Context: an optimization exercise on an open-source flow, tuned for small area. The choices shown serve that exercise and are no tape-out recipe. Only simulation tests tie the RTL to the original design; equivalence was not proved. Power is estimated from default activity; no workload was simulated.

==> build 39: inputs <==
Design consensus_acceptor, start of the top module:
module consensus_acceptor #(
    parameter int ID_BITS     = 48,
    parameter int VALUE_BITS  = 64,
    parameter int UID_BITS    = 16,
    parameter int QUEUE_DEPTH = 4
) (
    input  logic                               clk,
    input  logic                               rst_n,
    input  logic                               req_valid,
    output logic                               req_ready,
    input  logic [2:0]                         req_func,
    input  logic [UID_BITS-1:0]                req_from_uid,
    input  logic [ID_BITS-1:0]                 req_proposal_id,
    input  logic [ID_BITS-1:0]                 req_accepted_in,
    input  logic [VALUE_BITS-1:0]              req_value,
    output logic                               rsp_valid,
    input  logic                               rsp_ready,
    output logic [2:0]                         rsp_msg_kind,
    output logic [UID_BITS-1:0]                rsp_dest_uid,
    output logic [ID_BITS-1:0]                 rsp_msg_proposal_id,
    output logic [ID_BITS-1:0]                 rsp_msg_other_id,
    output logic [VALUE_BITS-1:0]              rsp_msg_value,
    output logic                               rsp_persist_needed,
    output logic                               rsp_prepare_expired,
    output logic                               rsp_last,
    input  logic                               cfg_we,
    input  cac_pkg::cfg_idx_t                  cfg_index,
    input  logic [cac_pkg::CFG_DATA_BITS-1:0]  cfg_data
);
make LEC_CHECK=0 CAP_MARGIN=20 CORE_MARGIN=2 CORE_UTILIZATION=40 SLEW_MARGIN=20 finish   # period 10.0 ns
run.sh (not shown) runs the stock make flow with config.mk's settings and CLKGATE_MAP_FILE= SYNTH_SCRIPT=/design/flow/synth_recipe.tcl, a recipe that flattens the netlist after the stock synthesis.
==> build 66 (differences from build 39) <==
--- a/flow/design.v
+++ b/flow/design.v
@@ -31,11 +31,24 @@
     logic [WIDTH-1:0] entries_reg [4];
     logic [2:0]       wr_ptr_reg;
     logic [2:0]       rd_ptr_reg;
     assign full  = (wr_ptr_reg ^ rd_ptr_reg) == 3'b100;
     assign empty = wr_ptr_reg == rd_ptr_reg;
-    assign rdata = entries_reg[rd_ptr_reg[1:0]];
+    logic [3:0] rd_oh_reg;
+    always_comb
+    begin
+        rdata = '0;
+        for (int i = 0; i < 4; i++)
+            rdata = rdata | (entries_reg[i] & {WIDTH{rd_oh_reg[i]}});
+    end
+    always_ff @(posedge clk or negedge rst_n)
+    begin
+        if (!rst_n)
+            rd_oh_reg <= 4'b0001;
+        else if (pop)
+            rd_oh_reg <= {rd_oh_reg[2:0], rd_oh_reg[3]};
+    end
     always_ff @(posedge clk or negedge rst_n)
     begin
         if (!rst_n)
         begin
             wr_ptr_reg <= '0;
@@ -115,11 +128,17 @@
         if (req_func == cac_pkg::FUNC_PREPARE)
             idle_next = '0;
         else if (req_func == cac_pkg::FUNC_TICK && idle_reg != '1)
             idle_next = idle_reg + 1'b1;
     end
-    assign expired = idle_next > window_reg;
+    logic idle_gt, idle_eq, idle_sat, is_tick;
+    assign idle_gt  = idle_reg > window_reg;
+    assign idle_eq  = idle_reg == window_reg;
+    assign idle_sat = idle_reg == '1;
+    assign is_tick  = req_func == cac_pkg::FUNC_TICK;
+    assign expired  = req_func != cac_pkg::FUNC_PREPARE
+                      && (idle_gt || (is_tick && !idle_sat && idle_eq));
     always_ff @(posedge clk or negedge rst_n)
     begin
         if (!rst_n)
             idle_reg <= '0;
         else if (push)
@@ -193,10 +212,12 @@
     logic [VALUE_BITS-1:0] acc_val_reg;
     logic                  prom_pend_reg;
     logic                  acc_pend_reg;
     logic [UID_BITS-1:0]   prom_uid_reg;
     logic [UID_BITS-1:0]   acc_uid_reg;
+    logic                  prom_clr_reg;  
+    logic                  acc_clr_reg;   
     logic                  out_valid_reg;
     logic                  second_reg;
     logic [2:0]            kind_reg;
     logic                  live_reg;      
     logic                  exp_reg;
@@ -212,20 +233,20 @@
     logic prep_promise, prep_take, prep_nack;
     logic acc_permit, acc_take, acc_nack;
     logic set_prom, set_acc;
     logic [2:0] kind_d;
     logic live_d, two_d;
-    assign pid_eq_prom = h_pid == promised_reg;
-    assign pid_lt_prom = h_pid < promised_reg;
-    assign prom_zero   = promised_reg == '0;
-    assign dup         = acc_id_reg != '0 && h_pid == acc_id_reg && h_val == acc_val_reg;
+    assign prom_zero   = prom_clr_reg || promised_reg == '0;
+    assign pid_eq_prom = !prom_zero && h_pid == promised_reg;
+    assign pid_lt_prom = !prom_zero && h_pid < promised_reg;
+    assign dup         = !acc_clr_reg && acc_id_reg != '0 && h_pid == acc_id_reg && h_val == acc_val_reg;
     assign is_prep = h_op == 2'd0;
     assign is_acc  = h_op == 2'd1;
     assign is_pers = h_op == 2'd2;
     assign is_rec  = h_op == 2'd3 && h_flag;
-    assign prep_promise = is_prep && pid_eq_prom && !prom_zero;
-    assign prep_take    = is_prep && !(pid_eq_prom && !prom_zero) && !pid_lt_prom && !prom_pend_reg;
+    assign prep_promise = is_prep && pid_eq_prom;
+    assign prep_take    = is_prep && !pid_eq_prom && !pid_lt_prom && !prom_pend_reg;
     assign prep_nack    = is_prep && pid_lt_prom;
     assign acc_permit   = is_acc && dup;
     assign acc_take     = is_acc && !dup && !pid_lt_prom && !acc_pend_reg;
     assign acc_nack     = is_acc && !dup && pid_lt_prom;
     assign set_prom = pop && (prep_take || acc_take || is_rec);
@@ -260,25 +281,21 @@
     end
     always_ff @(posedge clk or negedge rst_n)
     begin
         if (!rst_n)
         begin
-            promised_reg  <= '0;
-            acc_id_reg    <= '0;
-            acc_val_reg   <= '0;
+            prom_clr_reg  <= 1'b1;
+            acc_clr_reg   <= 1'b1;
             prom_pend_reg <= 1'b0;
             acc_pend_reg  <= 1'b0;
         end
         else
         begin
             if (set_prom)
-                promised_reg <= h_pid;
+                prom_clr_reg <= 1'b0;
             if (set_acc)
-            begin
-                acc_id_reg  <= is_rec ? h_acc : h_pid;
-                acc_val_reg <= h_val;
-            end
+                acc_clr_reg <= 1'b0;
             if (pop && prep_take && h_flag)
                 prom_pend_reg <= 1'b1;
             else if (pop && is_pers)
                 prom_pend_reg <= 1'b0;
             if (pop && acc_take && h_flag)
@@ -287,10 +304,17 @@
                 acc_pend_reg <= 1'b0;
         end
     end
     always_ff @(posedge clk)
     begin
+        if (set_prom)
+            promised_reg <= h_pid;
+        if (set_acc)
+        begin
+            acc_id_reg  <= is_rec ? h_acc : h_pid;
+            acc_val_reg <= h_val;
+        end
         if (pop && prep_take && h_flag)
             prom_uid_reg <= h_uid;
         if (pop && acc_take && h_flag)
             acc_uid_reg <= h_uid;
     end
@@ -337,13 +361,13 @@
                                : k_promise ? prom_uid_reg
                                : k_permit  ? acc_uid_reg : '0;
     assign rsp_msg_proposal_id = k_promise ? promised_reg
                                : k_permit  ? acc_id_reg
                                : k_nack    ? pid_reg : '0;
-    assign rsp_msg_other_id    = k_promise ? acc_id_reg
+    assign rsp_msg_other_id    = (k_promise && !acc_clr_reg) ? acc_id_reg
                                : k_nack    ? promised_reg : '0;
-    assign rsp_msg_value       = (k_promise || k_permit) ? acc_val_reg : '0;
+    assign rsp_msg_value       = ((k_promise || k_permit) && !acc_clr_reg) ? acc_val_reg : '0;
     assign rsp_persist_needed  = prom_pend_reg || acc_pend_reg;
     assign rsp_prepare_expired = exp_reg;
     assign rsp_last            = !second_reg;
 endmodule
 module consensus_acceptor #(
==> flow/flow/run.sh (new file) <==
#!/bin/bash
# The standard layout (standard.sh) with two changes: the port buffers are
# the smallest buffer cell, and the clock tree uses clkbuf_4 leaf buffers on
# small clusters and clkbuf_8 above them, without dummy loads. Each ORFS step
# logs to orfs/logs; make's own output goes to standard.log here.
set -euo pipefail
export BUFFER_PORTS_ARGS="-buffer_cell sky130_fd_sc_hd__buf_1"
export CTS_ARGS="-sink_clustering_enable -repair_clock_nets -buf_list sky130_fd_sc_hd__clkbuf_8 -root_buf sky130_fd_sc_hd__clkbuf_8 -sink_clustering_buffer sky130_fd_sc_hd__clkbuf_4 -sink_clustering_size 10 -sink_clustering_max_diameter 40 -dont_use_dummy_load"
bash standard.sh > standard.log 2>&1
==> flow/standard.sh (new file) <==
#!/bin/bash
# synth_recipe.tcl (not shown) runs the flow's synth.tcl, then flattens the netlist and writes it again
# the make line also repeats each setting of config.mk as NAME=value (left out here)
make -C /OpenROAD-flow-scripts/flow DESIGN_CONFIG=/design/flow/config.mk WORK_HOME=/design/flow/orfs CLKGATE_MAP_FILE= SYNTH_SCRIPT=/design/flow/synth_recipe.tcl "${@:-finish}"
Settings changed: CAP_MARGIN 20 to 0, CORE_UTILIZATION 40 to 60, SLEW_MARGIN 20 to 0.
removed: flow/run.sh
==> build 58 (differences from build 39) <==
--- a/flow/design.v
+++ b/flow/design.v
@@ -31,11 +31,24 @@
     logic [WIDTH-1:0] entries_reg [4];
     logic [2:0]       wr_ptr_reg;
     logic [2:0]       rd_ptr_reg;
     assign full  = (wr_ptr_reg ^ rd_ptr_reg) == 3'b100;
     assign empty = wr_ptr_reg == rd_ptr_reg;
-    assign rdata = entries_reg[rd_ptr_reg[1:0]];
+    logic [3:0] rd_oh_reg;
+    always_comb
+    begin
+        rdata = '0;
+        for (int i = 0; i < 4; i++)
+            rdata = rdata | (entries_reg[i] & {WIDTH{rd_oh_reg[i]}});
+    end
+    always_ff @(posedge clk or negedge rst_n)
+    begin
+        if (!rst_n)
+            rd_oh_reg <= 4'b0001;
+        else if (pop)
+            rd_oh_reg <= {rd_oh_reg[2:0], rd_oh_reg[3]};
+    end
     always_ff @(posedge clk or negedge rst_n)
     begin
         if (!rst_n)
         begin
             wr_ptr_reg <= '0;
@@ -115,11 +128,17 @@
         if (req_func == cac_pkg::FUNC_PREPARE)
             idle_next = '0;
         else if (req_func == cac_pkg::FUNC_TICK && idle_reg != '1)
             idle_next = idle_reg + 1'b1;
     end
-    assign expired = idle_next > window_reg;
+    logic idle_gt, idle_eq, idle_sat, is_tick;
+    assign idle_gt  = idle_reg > window_reg;
+    assign idle_eq  = idle_reg == window_reg;
+    assign idle_sat = idle_reg == '1;
+    assign is_tick  = req_func == cac_pkg::FUNC_TICK;
+    assign expired  = req_func != cac_pkg::FUNC_PREPARE
+                      && (idle_gt || (is_tick && !idle_sat && idle_eq));
     always_ff @(posedge clk or negedge rst_n)
     begin
         if (!rst_n)
             idle_reg <= '0;
         else if (push)
@@ -193,10 +212,12 @@
     logic [VALUE_BITS-1:0] acc_val_reg;
     logic                  prom_pend_reg;
     logic                  acc_pend_reg;
     logic [UID_BITS-1:0]   prom_uid_reg;
     logic [UID_BITS-1:0]   acc_uid_reg;
+    logic                  prom_clr_reg;  
+    logic                  acc_clr_reg;   
     logic                  out_valid_reg;
     logic                  second_reg;
     logic [2:0]            kind_reg;
     logic                  live_reg;      
     logic                  exp_reg;
@@ -212,20 +233,20 @@
     logic prep_promise, prep_take, prep_nack;
     logic acc_permit, acc_take, acc_nack;
     logic set_prom, set_acc;
     logic [2:0] kind_d;
     logic live_d, two_d;
-    assign pid_eq_prom = h_pid == promised_reg;
-    assign pid_lt_prom = h_pid < promised_reg;
-    assign prom_zero   = promised_reg == '0;
-    assign dup         = acc_id_reg != '0 && h_pid == acc_id_reg && h_val == acc_val_reg;
+    assign prom_zero   = prom_clr_reg || promised_reg == '0;
+    assign pid_eq_prom = !prom_zero && h_pid == promised_reg;
+    assign pid_lt_prom = !prom_zero && h_pid < promised_reg;
+    assign dup         = !acc_clr_reg && acc_id_reg != '0 && h_pid == acc_id_reg && h_val == acc_val_reg;
     assign is_prep = h_op == 2'd0;
     assign is_acc  = h_op == 2'd1;
     assign is_pers = h_op == 2'd2;
     assign is_rec  = h_op == 2'd3 && h_flag;
-    assign prep_promise = is_prep && pid_eq_prom && !prom_zero;
-    assign prep_take    = is_prep && !(pid_eq_prom && !prom_zero) && !pid_lt_prom && !prom_pend_reg;
+    assign prep_promise = is_prep && pid_eq_prom;
+    assign prep_take    = is_prep && !pid_eq_prom && !pid_lt_prom && !prom_pend_reg;
     assign prep_nack    = is_prep && pid_lt_prom;
     assign acc_permit   = is_acc && dup;
     assign acc_take     = is_acc && !dup && !pid_lt_prom && !acc_pend_reg;
     assign acc_nack     = is_acc && !dup && pid_lt_prom;
     assign set_prom = pop && (prep_take || acc_take || is_rec);
@@ -260,25 +281,21 @@
     end
     always_ff @(posedge clk or negedge rst_n)
     begin
         if (!rst_n)
         begin
-            promised_reg  <= '0;
-            acc_id_reg    <= '0;
-            acc_val_reg   <= '0;
+            prom_clr_reg  <= 1'b1;
+            acc_clr_reg   <= 1'b1;
             prom_pend_reg <= 1'b0;
             acc_pend_reg  <= 1'b0;
         end
         else
         begin
             if (set_prom)
-                promised_reg <= h_pid;
+                prom_clr_reg <= 1'b0;
             if (set_acc)
-            begin
-                acc_id_reg  <= is_rec ? h_acc : h_pid;
-                acc_val_reg <= h_val;
-            end
+                acc_clr_reg <= 1'b0;
             if (pop && prep_take && h_flag)
                 prom_pend_reg <= 1'b1;
             else if (pop && is_pers)
                 prom_pend_reg <= 1'b0;
             if (pop && acc_take && h_flag)
@@ -287,10 +304,17 @@
                 acc_pend_reg <= 1'b0;
         end
     end
     always_ff @(posedge clk)
     begin
+        if (set_prom)
+            promised_reg <= h_pid;
+        if (set_acc)
+        begin
+            acc_id_reg  <= is_rec ? h_acc : h_pid;
+            acc_val_reg <= h_val;
+        end
         if (pop && prep_take && h_flag)
             prom_uid_reg <= h_uid;
         if (pop && acc_take && h_flag)
             acc_uid_reg <= h_uid;
     end
@@ -337,13 +361,13 @@
                                : k_promise ? prom_uid_reg
                                : k_permit  ? acc_uid_reg : '0;
     assign rsp_msg_proposal_id = k_promise ? promised_reg
                                : k_permit  ? acc_id_reg
                                : k_nack    ? pid_reg : '0;
-    assign rsp_msg_other_id    = k_promise ? acc_id_reg
+    assign rsp_msg_other_id    = (k_promise && !acc_clr_reg) ? acc_id_reg
                                : k_nack    ? promised_reg : '0;
-    assign rsp_msg_value       = (k_promise || k_permit) ? acc_val_reg : '0;
+    assign rsp_msg_value       = ((k_promise || k_permit) && !acc_clr_reg) ? acc_val_reg : '0;
     assign rsp_persist_needed  = prom_pend_reg || acc_pend_reg;
     assign rsp_prepare_expired = exp_reg;
     assign rsp_last            = !second_reg;
 endmodule
 module consensus_acceptor #(
==> flow/flow/run.sh (new file) <==
#!/bin/bash
# The standard layout (standard.sh) with two changes: the port buffers are
# the smallest buffer cell, and the clock tree uses clkbuf_8 buffers in
# smaller clusters, without dummy loads. Each ORFS step logs to orfs/logs;
# make's own output goes to standard.log here.
set -euo pipefail
export BUFFER_PORTS_ARGS="-buffer_cell sky130_fd_sc_hd__buf_1"
export CTS_ARGS="-sink_clustering_enable -repair_clock_nets -buf_list sky130_fd_sc_hd__clkbuf_8 -sink_clustering_size 16 -sink_clustering_max_diameter 50 -dont_use_dummy_load"
bash standard.sh > standard.log 2>&1
==> flow/standard.sh (new file) <==
#!/bin/bash
# synth_recipe.tcl (not shown) runs the flow's synth.tcl, then flattens the netlist and writes it again
# the make line also repeats each setting of config.mk as NAME=value (left out here)
make -C /OpenROAD-flow-scripts/flow DESIGN_CONFIG=/design/flow/config.mk WORK_HOME=/design/flow/orfs CLKGATE_MAP_FILE= SYNTH_SCRIPT=/design/flow/synth_recipe.tcl "${@:-finish}"
removed: flow/run.sh
==> comparison <==
Sequential power is about the same in build 66 and build 58.
In build 58 the fmax is lower than in build 66, by about 7%.
Die area: build 66 is lower than build 58 (about 33%).
The lowest final area belongs to build 66, the highest to build 39.
Build 58 passed the timing, design-rule and antenna checks. Build 39 produced a clean layout. Build 66 produced a clean layout.
Of build 39 and build 58, build 58 has the higher global-route usage (gap 1.2 points).
Combinational power, highest first: build 39, build 58, build 66.
Clock skew, highest first: build 58, build 66, build 39.
==> figures <==
metric	build 39	build 58	build 66
Outcome	complete, no violations	complete, no violations	complete, no violations
Detailed placer's ending HPWL	87,500 um	89,700 um	78,900 um
Sequential Power	6.19 mW	5.34 mW	5.32 mW
Core region area	103,000 um^2	98,600 um^2	65,700 um^2
Avg Cell Area, Syn	15.1 um^2	13.6 um^2	13.6 um^2
Crit path max fanout	65	65	38
Post-synth EDFFs	697	857	857
Ratio of layout area to synthesized area	1.214x	1.111x	1.090x
Clock Latency Late Sink	680 ps	790 ps	770 ps
Leakage power summed over all cells	18.1 nW	16.3 nW	16.2 nW
Routed WL	125,000 um	128,000 um	118,000 um
Multi-input combinational area share	27.3%	25.3%	25.7%
Post-synthesis cell area	41,500 um^2	39,900 um^2	39,900 um^2
Synthesized-area fraction occupied by xor and xnor cells	3.21%	0.834%	0.834%
Final total power	17.4 mW	9.35 mW	9.05 mW

what the ideal ports hide:
The results above use ideal ports. As a check the final layouts listed here were re-extracted and re-timed, cells and wires unchanged.
Step 1 sets driving cells, clkbuf_16 on the clock port and buf_2 on the other inputs (assumed; they add their load-dependent delay and slew).
Step 2 adds t to the input delays and takes it off the output delays; t is the mean of the earliest and latest rising clock arrival at the registers after step 1. Input paths then give back, and output paths get back, about the clock's delay inside the block.
Three values: no drivers, after step 1, after step 2; two values: the first two.
run	t (ns)	setup slack, ns	hold slack, ns	latest minus earliest clock arrival (ns)
build 39	0.739	3.221 / 3.149 / 3.436	0.483 / 0.483 / 0.483	0.029 / 0.030
build 66	0.807	4.076 / 4.009 / 4.304	0.493 / 0.493 / 0.493	0.070 / 0.070
build 58	0.797	3.653 / 3.589 / 3.845	0.492 / 0.492 / 0.492	0.118 / 0.118
After both steps every run listed still meets setup and hold.
